Background: an optimization exercise with open tools, aiming at small area. Do not read the settings as production practice. In this exercise RTL edits were held to simulation tests only and were not proved equivalent to the original.

==> 12-28: inputs <==
==> flow/design.v (excerpt) <==
module id_stage #(
    parameter int REG_COUNT = 32
) (
    input  logic              clk_i,
    input  logic              reset_i,
    input  id_pkg::word_t     pc_i,
    input  id_pkg::word_t     ir_i,
    input  id_pkg::regaddr_t  ex_wb_addr_i,
    input  id_pkg::word_t     ex_wb_data_i,
    input  logic              ex_wb_valid_i,
    input  logic              ex_wb_ready_i,
    input  id_pkg::regaddr_t  ma_wb_addr_i,
    input  id_pkg::word_t     ma_wb_data_i,
    input  logic              ma_wb_valid_i,
    input  logic              ma_wb_ready_i,
    input  id_pkg::regaddr_t  wb_addr_i,
    input  id_pkg::word_t     wb_data_i,
    input  logic              wb_valid_i,
    output logic              ready_async_o,
    output id_pkg::word_t     jmp_addr_async_o,
    output logic              jmp_valid_async_o,
    output id_pkg::word_t     pc_o,
    output id_pkg::word_t     ir_o,
    output id_pkg::word_t     alu_op1_o,
    output id_pkg::word_t     alu_op2_o,
    output id_pkg::alu_mode_t alu_mode_o,
    output id_pkg::ma_mode_t  ma_mode_o,
    output id_pkg::ma_size_t  ma_size_o,
    output id_pkg::word_t     ma_data_o,
    output id_pkg::wb_src_t   wb_src_o,
    output id_pkg::word_t     wb_data_o,
    output logic              wb_valid_o,
    output logic              halt_o
);
    id_pkg::regaddr_t rs1, rs2;
    logic             ra_used, rb_used, is_jal, is_jalr, is_branch;
    logic [31:1]      sel1, sel2, valid;
    id_pkg::word_t    rf1, rf2, ra, rb;
    id_pkg::word_t    jmp_addr;
    logic             jmp_valid;
    logic             hazard;
    id_decoder u_decoder (
        .ir_i (ir_i), .rs1_o (rs1), .rs2_o (rs2),
        .ra_used_o (ra_used), .rb_used_o (rb_used),
        .is_jal_o (is_jal), .is_jalr_o (is_jalr), .is_branch_o (is_branch)
    );
    id_regfile u_regfile (
        .clk_i (clk_i), .reset_i (reset_i),
        .sel1_i (sel1), .rd_data1_o (rf1),
        .sel2_i (sel2), .rd_data2_o (rf2),
  ...
clock: 12.0 ns
lec_check: 0
cap_margin: 10
core_margin: 2
core_utilization: 50
cts_buf_list: sky130_fd_sc_hd__clkbuf_8
place_density: 0.65
setup_slack_margin: 0.15
slew_margin: 10
synth_hierarchical: 1
synth_minimum_keep_size: 3000
run.sh (not shown) runs the stock make flow with config.mk's settings and CLKGATE_MAP_FILE= SYNTH_SCRIPT=/design/flow/synth_recipe.tcl, a recipe that flattens the netlist after the stock synthesis.
==> 12-08 (differences from 12-28) <==
--- a/flow/design.v
+++ b/flow/design.v
@@ -176,14 +176,15 @@
 endmodule
 `timescale 1ns/1ps
 module id_operand_fwd (
     input  id_pkg::regaddr_t rs1_i,
     input  id_pkg::regaddr_t rs2_i,
     input  logic             ra_used_i,
     input  logic             rb_used_i,
+    input  logic             reset_i,
     input  logic [31:1]      valid_i,
     output logic [31:1]      sel1_o,
     output logic [31:1]      sel2_o,
     input  id_pkg::word_t    rf1_i,      
     input  id_pkg::word_t    rf2_i,
     input  id_pkg::regaddr_t ex_addr_i,
     input  id_pkg::word_t    ex_data_i,
@@ -198,43 +199,45 @@
     input  logic             wb_valid_i,
     output id_pkg::word_t    ra_o,
     output id_pkg::word_t    rb_o,
     output logic             hazard_o
 );
     logic nz1, ex1, ma1, wb1, nz2, ex2, ma2, wb2;
     logic s_ex1, s_ma1, s_wb1, s_ex2, s_ma2, s_wb2, s_rf1, s_rf2;
+    logic go;
     always_comb begin
         nz1 = (rs1_i != '0);
         ex1 = ex_valid_i && (ex_addr_i == rs1_i);
         ma1 = ma_valid_i && (ma_addr_i == rs1_i);
         wb1 = wb_valid_i && (wb_addr_i == rs1_i);
         nz2 = (rs2_i != '0);
         ex2 = ex_valid_i && (ex_addr_i == rs2_i);
         ma2 = ma_valid_i && (ma_addr_i == rs2_i);
         wb2 = wb_valid_i && (wb_addr_i == rs2_i);
+        hazard_o = (ra_used_i && nz1 &&
+                    ((ex1 && !ex_ready_i) || (ma1 && !ma_ready_i))) ||
+                   (rb_used_i && nz2 &&
+                    ((ex2 && !ex_ready_i) || (ma2 && !ma_ready_i)));
+        go = !reset_i && !hazard_o;
         s_ex1 = nz1 && ex1;
         s_ma1 = nz1 && !ex1 && ma1;
         s_wb1 = nz1 && !ex1 && !ma1 && wb1;
         s_rf1 = !ex1 && !ma1 && !wb1;
-        s_ex2 = nz2 && ex2;
-        s_ma2 = nz2 && !ex2 && ma2;
-        s_wb2 = nz2 && !ex2 && !ma2 && wb2;
-        s_rf2 = !ex2 && !ma2 && !wb2;
+        s_ex2 = go && nz2 && ex2;
+        s_ma2 = go && nz2 && !ex2 && ma2;
+        s_wb2 = go && nz2 && !ex2 && !ma2 && wb2;
+        s_rf2 = go && !ex2 && !ma2 && !wb2;
         for (int k = 1; k < 32; k++) begin
             sel1_o[k] = valid_i[k] && (rs1_i == 5'(k));
             sel2_o[k] = valid_i[k] && (rs2_i == 5'(k));
         end
         ra_o = ({32{s_ex1}} & ex_data_i) | ({32{s_ma1}} & ma_data_i) |
                ({32{s_wb1}} & wb_data_i) | ({32{s_rf1}} & rf1_i);
         rb_o = ({32{s_ex2}} & ex_data_i) | ({32{s_ma2}} & ma_data_i) |
                ({32{s_wb2}} & wb_data_i) | ({32{s_rf2}} & rf2_i);
-        hazard_o = (ra_used_i && nz1 &&
-                    ((ex1 && !ex_ready_i) || (ma1 && !ma_ready_i))) ||
-                   (rb_used_i && nz2 &&
-                    ((ex2 && !ex_ready_i) || (ma2 && !ma_ready_i)));
     end
 endmodule
 `timescale 1ns/1ps
 module id_branch_unit (
     input  id_pkg::word_t pc_i,
     input  id_pkg::word_t ir_i,
     input  logic          is_jal_i,
@@ -350,29 +353,29 @@
         is_store = (opc == id_pkg::OP_STORE);
         is_misc  = (opc == id_pkg::OP_MISC_MEM);
         sra_imm  = (f3 == id_pkg::F3_SRL_SRA) && f7[5];
         pc_o = pc_q;
         ir_o = ir_q;
         alu_op1_o = ({32{vq && (is_op || is_opimm || is_load || is_store)}} & a_q) |
                     ({32{is_lui || is_auipc}} & {ir_q[31:12], 12'b0});
-        alu_op2_o = ({32{vq && (is_op || is_lui)}} & b_q) |
+        alu_op2_o = ({32{is_op || is_lui}} & b_q) |
                     ({32{is_opimm || is_load}} & {{20{ir_q[31]}}, ir_q[31:20]}) |
                     ({32{is_store}} & {{20{ir_q[31]}}, ir_q[31:25], ir_q[11:7]}) |
                     ({32{is_auipc}} & pc_q);
         if (is_op || (is_opimm && sra_imm))
             alu_mode_o = {f7[0], f7[5], f3};
         else if (is_opimm)
             alu_mode_o = {2'b00, f3};
         else if (is_lui)
             alu_mode_o = id_pkg::ALU_COPY1;
         else
             alu_mode_o = id_pkg::ALU_ADD;
         ma_mode_o = is_load ? id_pkg::MA_LOAD : is_store ? id_pkg::MA_STORE : id_pkg::MA_X;
         ma_size_o = is_store ? f3 : id_pkg::MA_SIZE_W;
-        ma_data_o = {32{vq}} & b_q;
+        ma_data_o = b_q;  
         if (!vq)
             wb_src_o = id_pkg::WB_SRC_X;
         else if (is_op || is_opimm || is_lui || is_auipc)
             wb_src_o = id_pkg::WB_SRC_ALU;
         else if (is_load)
             wb_src_o = id_pkg::WB_SRC_MEM;
         else if (is_jal || is_jalr)
@@ -437,14 +440,15 @@
         .sel1_i (sel1), .rd_data1_o (rf1),
         .sel2_i (sel2), .rd_data2_o (rf2),
         .valid_o (valid),
         .wr_addr_i (wb_addr_i), .wr_data_i (wb_data_i), .wr_en_i (wb_valid_i)
     );
     id_operand_fwd u_fwd (
         .rs1_i (rs1), .rs2_i (rs2), .ra_used_i (ra_used), .rb_used_i (rb_used),
+        .reset_i (reset_i),
         .valid_i (valid), .sel1_o (sel1), .sel2_o (sel2),
         .rf1_i (rf1), .rf2_i (rf2),
         .ex_addr_i (ex_wb_addr_i), .ex_data_i (ex_wb_data_i),
         .ex_valid_i (ex_wb_valid_i), .ex_ready_i (ex_wb_ready_i),
         .ma_addr_i (ma_wb_addr_i), .ma_data_i (ma_wb_data_i),
         .ma_valid_i (ma_wb_valid_i), .ma_ready_i (ma_wb_ready_i),
         .wb_addr_i (wb_addr_i), .wb_data_i (wb_data_i), .wb_valid_i (wb_valid_i),
==> flow/flow/run.sh (new file) <==
#!/bin/bash
# The standard synthesis unchanged, then the standard flow's own ORFS layout steps with
# two changes: plain buf_1 cells as the port buffers, and a clock tree of
# clkbuf_8 cells without dummy loads. Each step's full log is kept by ORFS
# under orfs/logs/; this script's own output goes to synth.log and layout.log.
set -euo pipefail

bash standard.sh synth > synth.log 2>&1

bash standard.sh \
    "BUFFER_PORTS_ARGS=-buffer_cell sky130_fd_sc_hd__buf_1" \
    "CTS_ARGS=-sink_clustering_enable -repair_clock_nets -dont_use_dummy_load -buf_list sky130_fd_sc_hd__clkbuf_8 -sink_clustering_size 14 -sink_clustering_max_diameter 55" \
    finish > layout.log 2>&1
==> flow/standard.sh (new file) <==
#!/bin/bash
# synth_recipe.tcl (not shown) runs the flow's synth.tcl, then flattens the netlist and writes it again
# the make line also repeats each setting of config.mk as NAME=value (left out here)
make -C /OpenROAD-flow-scripts/flow DESIGN_CONFIG=/design/flow/config.mk WORK_HOME=/design/flow/orfs CLKGATE_MAP_FILE= SYNTH_SCRIPT=/design/flow/synth_recipe.tcl "${@:-finish}"
==> flow/config.mk (replaced) <==
export PLATFORM = sky130hd
export DESIGN_NAME = id_stage
export DESIGN_NICKNAME = id_stage
export VERILOG_FILES = /design/flow/design.v
export SDC_FILE = /design/flow/constraint.sdc
export NUM_CORES = 4
export LEC_CHECK = 0
export CAP_MARGIN = 5
export CORE_MARGIN = 2
export CORE_UTILIZATION = 50
export PLACE_DENSITY = 0.65
export SETUP_SLACK_MARGIN = 0.15
export SLEW_MARGIN = 5
export SYNTH_HIERARCHICAL = 1
export SYNTH_MINIMUM_KEEP_SIZE = 3000
removed: flow/run.sh
==> 10-22 (differences from 12-28) <==
--- a/flow/design.v
+++ b/flow/design.v
@@ -176,14 +176,15 @@
 endmodule
 `timescale 1ns/1ps
 module id_operand_fwd (
     input  id_pkg::regaddr_t rs1_i,
     input  id_pkg::regaddr_t rs2_i,
     input  logic             ra_used_i,
     input  logic             rb_used_i,
+    input  logic             reset_i,
     input  logic [31:1]      valid_i,
     output logic [31:1]      sel1_o,
     output logic [31:1]      sel2_o,
     input  id_pkg::word_t    rf1_i,      
     input  id_pkg::word_t    rf2_i,
     input  id_pkg::regaddr_t ex_addr_i,
     input  id_pkg::word_t    ex_data_i,
@@ -198,43 +199,45 @@
     input  logic             wb_valid_i,
     output id_pkg::word_t    ra_o,
     output id_pkg::word_t    rb_o,
     output logic             hazard_o
 );
     logic nz1, ex1, ma1, wb1, nz2, ex2, ma2, wb2;
     logic s_ex1, s_ma1, s_wb1, s_ex2, s_ma2, s_wb2, s_rf1, s_rf2;
+    logic go;
     always_comb begin
         nz1 = (rs1_i != '0);
         ex1 = ex_valid_i && (ex_addr_i == rs1_i);
         ma1 = ma_valid_i && (ma_addr_i == rs1_i);
         wb1 = wb_valid_i && (wb_addr_i == rs1_i);
         nz2 = (rs2_i != '0);
         ex2 = ex_valid_i && (ex_addr_i == rs2_i);
         ma2 = ma_valid_i && (ma_addr_i == rs2_i);
         wb2 = wb_valid_i && (wb_addr_i == rs2_i);
+        hazard_o = (ra_used_i && nz1 &&
+                    ((ex1 && !ex_ready_i) || (ma1 && !ma_ready_i))) ||
+                   (rb_used_i && nz2 &&
+                    ((ex2 && !ex_ready_i) || (ma2 && !ma_ready_i)));
+        go = !reset_i && !hazard_o;
         s_ex1 = nz1 && ex1;
         s_ma1 = nz1 && !ex1 && ma1;
         s_wb1 = nz1 && !ex1 && !ma1 && wb1;
         s_rf1 = !ex1 && !ma1 && !wb1;
-        s_ex2 = nz2 && ex2;
-        s_ma2 = nz2 && !ex2 && ma2;
-        s_wb2 = nz2 && !ex2 && !ma2 && wb2;
-        s_rf2 = !ex2 && !ma2 && !wb2;
+        s_ex2 = go && nz2 && ex2;
+        s_ma2 = go && nz2 && !ex2 && ma2;
+        s_wb2 = go && nz2 && !ex2 && !ma2 && wb2;
+        s_rf2 = go && !ex2 && !ma2 && !wb2;
         for (int k = 1; k < 32; k++) begin
             sel1_o[k] = valid_i[k] && (rs1_i == 5'(k));
             sel2_o[k] = valid_i[k] && (rs2_i == 5'(k));
         end
         ra_o = ({32{s_ex1}} & ex_data_i) | ({32{s_ma1}} & ma_data_i) |
                ({32{s_wb1}} & wb_data_i) | ({32{s_rf1}} & rf1_i);
         rb_o = ({32{s_ex2}} & ex_data_i) | ({32{s_ma2}} & ma_data_i) |
                ({32{s_wb2}} & wb_data_i) | ({32{s_rf2}} & rf2_i);
-        hazard_o = (ra_used_i && nz1 &&
-                    ((ex1 && !ex_ready_i) || (ma1 && !ma_ready_i))) ||
-                   (rb_used_i && nz2 &&
-                    ((ex2 && !ex_ready_i) || (ma2 && !ma_ready_i)));
     end
 endmodule
 `timescale 1ns/1ps
 module id_branch_unit (
     input  id_pkg::word_t pc_i,
     input  id_pkg::word_t ir_i,
     input  logic          is_jal_i,
@@ -350,29 +353,29 @@
         is_store = (opc == id_pkg::OP_STORE);
         is_misc  = (opc == id_pkg::OP_MISC_MEM);
         sra_imm  = (f3 == id_pkg::F3_SRL_SRA) && f7[5];
         pc_o = pc_q;
         ir_o = ir_q;
         alu_op1_o = ({32{vq && (is_op || is_opimm || is_load || is_store)}} & a_q) |
                     ({32{is_lui || is_auipc}} & {ir_q[31:12], 12'b0});
-        alu_op2_o = ({32{vq && (is_op || is_lui)}} & b_q) |
+        alu_op2_o = ({32{is_op || is_lui}} & b_q) |
                     ({32{is_opimm || is_load}} & {{20{ir_q[31]}}, ir_q[31:20]}) |
                     ({32{is_store}} & {{20{ir_q[31]}}, ir_q[31:25], ir_q[11:7]}) |
                     ({32{is_auipc}} & pc_q);
         if (is_op || (is_opimm && sra_imm))
             alu_mode_o = {f7[0], f7[5], f3};
         else if (is_opimm)
             alu_mode_o = {2'b00, f3};
         else if (is_lui)
             alu_mode_o = id_pkg::ALU_COPY1;
         else
             alu_mode_o = id_pkg::ALU_ADD;
         ma_mode_o = is_load ? id_pkg::MA_LOAD : is_store ? id_pkg::MA_STORE : id_pkg::MA_X;
         ma_size_o = is_store ? f3 : id_pkg::MA_SIZE_W;
-        ma_data_o = {32{vq}} & b_q;
+        ma_data_o = b_q;  
         if (!vq)
             wb_src_o = id_pkg::WB_SRC_X;
         else if (is_op || is_opimm || is_lui || is_auipc)
             wb_src_o = id_pkg::WB_SRC_ALU;
         else if (is_load)
             wb_src_o = id_pkg::WB_SRC_MEM;
         else if (is_jal || is_jalr)
@@ -437,14 +440,15 @@
         .sel1_i (sel1), .rd_data1_o (rf1),
         .sel2_i (sel2), .rd_data2_o (rf2),
         .valid_o (valid),
         .wr_addr_i (wb_addr_i), .wr_data_i (wb_data_i), .wr_en_i (wb_valid_i)
     );
     id_operand_fwd u_fwd (
         .rs1_i (rs1), .rs2_i (rs2), .ra_used_i (ra_used), .rb_used_i (rb_used),
+        .reset_i (reset_i),
         .valid_i (valid), .sel1_o (sel1), .sel2_o (sel2),
         .rf1_i (rf1), .rf2_i (rf2),
         .ex_addr_i (ex_wb_addr_i), .ex_data_i (ex_wb_data_i),
         .ex_valid_i (ex_wb_valid_i), .ex_ready_i (ex_wb_ready_i),
         .ma_addr_i (ma_wb_addr_i), .ma_data_i (ma_wb_data_i),
         .ma_valid_i (ma_wb_valid_i), .ma_ready_i (ma_wb_ready_i),
         .wb_addr_i (wb_addr_i), .wb_data_i (wb_data_i), .wb_valid_i (wb_valid_i),
==> flow/flow/run.sh (new file) <==
#!/bin/bash
# The standard synthesis unchanged, then the standard flow's own ORFS layout steps with
# two changes: plain buf_1 cells as the port buffers, and a clock tree of
# clkbuf_8 cells without dummy loads. Each step's full log is kept by ORFS
# under orfs/logs/; this script's own output goes to synth.log and layout.log.
set -euo pipefail

bash standard.sh synth > synth.log 2>&1

bash standard.sh \
    "BUFFER_PORTS_ARGS=-buffer_cell sky130_fd_sc_hd__buf_1" \
    "CTS_ARGS=-sink_clustering_enable -repair_clock_nets -dont_use_dummy_load -buf_list sky130_fd_sc_hd__clkbuf_8 -sink_clustering_size 12 -sink_clustering_max_diameter 50" \
    finish > layout.log 2>&1
==> flow/standard.sh (new file) <==
#!/bin/bash
# synth_recipe.tcl (not shown) runs the flow's synth.tcl, then flattens the netlist and writes it again
# the make line also repeats each setting of config.mk as NAME=value (left out here)
make -C /OpenROAD-flow-scripts/flow DESIGN_CONFIG=/design/flow/config.mk WORK_HOME=/design/flow/orfs CLKGATE_MAP_FILE= SYNTH_SCRIPT=/design/flow/synth_recipe.tcl "${@:-finish}"
==> flow/config.mk (replaced) <==
export PLATFORM = sky130hd
export DESIGN_NAME = id_stage
export DESIGN_NICKNAME = id_stage
export VERILOG_FILES = /design/flow/design.v
export SDC_FILE = /design/flow/constraint.sdc
export NUM_CORES = 4
export LEC_CHECK = 0
export CAP_MARGIN = 10
export CORE_MARGIN = 2
export CORE_UTILIZATION = 50
export PLACE_DENSITY = 0.65
export SETUP_SLACK_MARGIN = 0.15
export SLEW_MARGIN = 10
export SYNTH_HIERARCHICAL = 1
export SYNTH_MINIMUM_KEEP_SIZE = 3000
removed: flow/run.sh
==> flow_metrics.env <==
export IMPL_status="finished with violations"
export IMPL_multi_input_cells=2943
export IMPL_min_to="u_regfile.u_store.valid_o[11]"
export IMPL_avgSynthCellArea_um2=10.9
export IMPL_place_area_um2=52400
export IMPL_max_cap_violations=1
export IMPL_via_per_inst=7.79
export IMPL_initial_core_util_pct=50.2
export IMPL_finalInstanceArea_um2=53900
export IMPL_so_violations="max-capacitance violations"
the above is filed under 12-08

==> flow_metrics.env <==
export IMPL_diodes=7
export IMPL_h_tree_depth=4
export IMPL_insertion_delay_ns=0.84
export IMPL_avgSynthCellArea_um2=10.9
export IMPL_multi_input_cells=2943
export IMPL_via_per_inst=7.81
export IMPL_status="finished clean"
export IMPL_rr_worst_depth=9
export IMPL_initial_core_util_pct=50.2
export IMPL_finalInstanceArea_um2=54200
export IMPL_num_nonclk_inverters=89
export IMPL_max_cap_violations=0
export IMPL_min_to="u_regfile.u_store.valid_o[4]"
the above is filed under 10-22

==> flow_metrics.env <==
export IMPL_initial_core_util_pct=50.4
export IMPL_min_to="u_regfile.u_store.valid_o[2]"
export IMPL_max_cap_violations=0
export IMPL_via_per_inst=7.65
export IMPL_avgSynthCellArea_um2=10.7
export IMPL_place_area_um2=55800
export IMPL_multi_input_cells=3053
export IMPL_tns_ns=0
export IMPL_fin_hold_ws_ns=0.480
export IMPL_status="finished clean"
export IMPL_mostFrequentLayoutCell="dfxtp_1"
the above is filed under 12-28

re-timing with driven ports:
The results above use ideal ports. As a check the final layouts listed here were re-extracted and re-timed, cells and wires unchanged.
Step 1: set_driving_cell puts a clkbuf_16 on clk_i and a buf_2 on each other input, an assumption about the parent block.
Step 2 times the ports against the registers' clock, not the clock port: input delays grow and output delays shrink by t, the midpoint of the rising clock arrivals with the driver on.
Three values: ideal ports, drivers, drivers and shift; two values: the first two.
run	t, ns	setup WS [ns]	worst setup path at the end	worst register clock-pin slew, ns
12-28	0.970	0.187 / 0.146 / 0.146	input to output	0.07 / 0.07
12-08	0.857	0.355 / 0.202 / 0.202	input to output	0.10 / 0.10
10-22	0.887	0.389 / 0.365 / 0.365	input to output	0.09 / 0.09
The setup slack of 12-08, which loses most, moves by -0.153 ns with the drivers and by -0.153 ns with both steps.
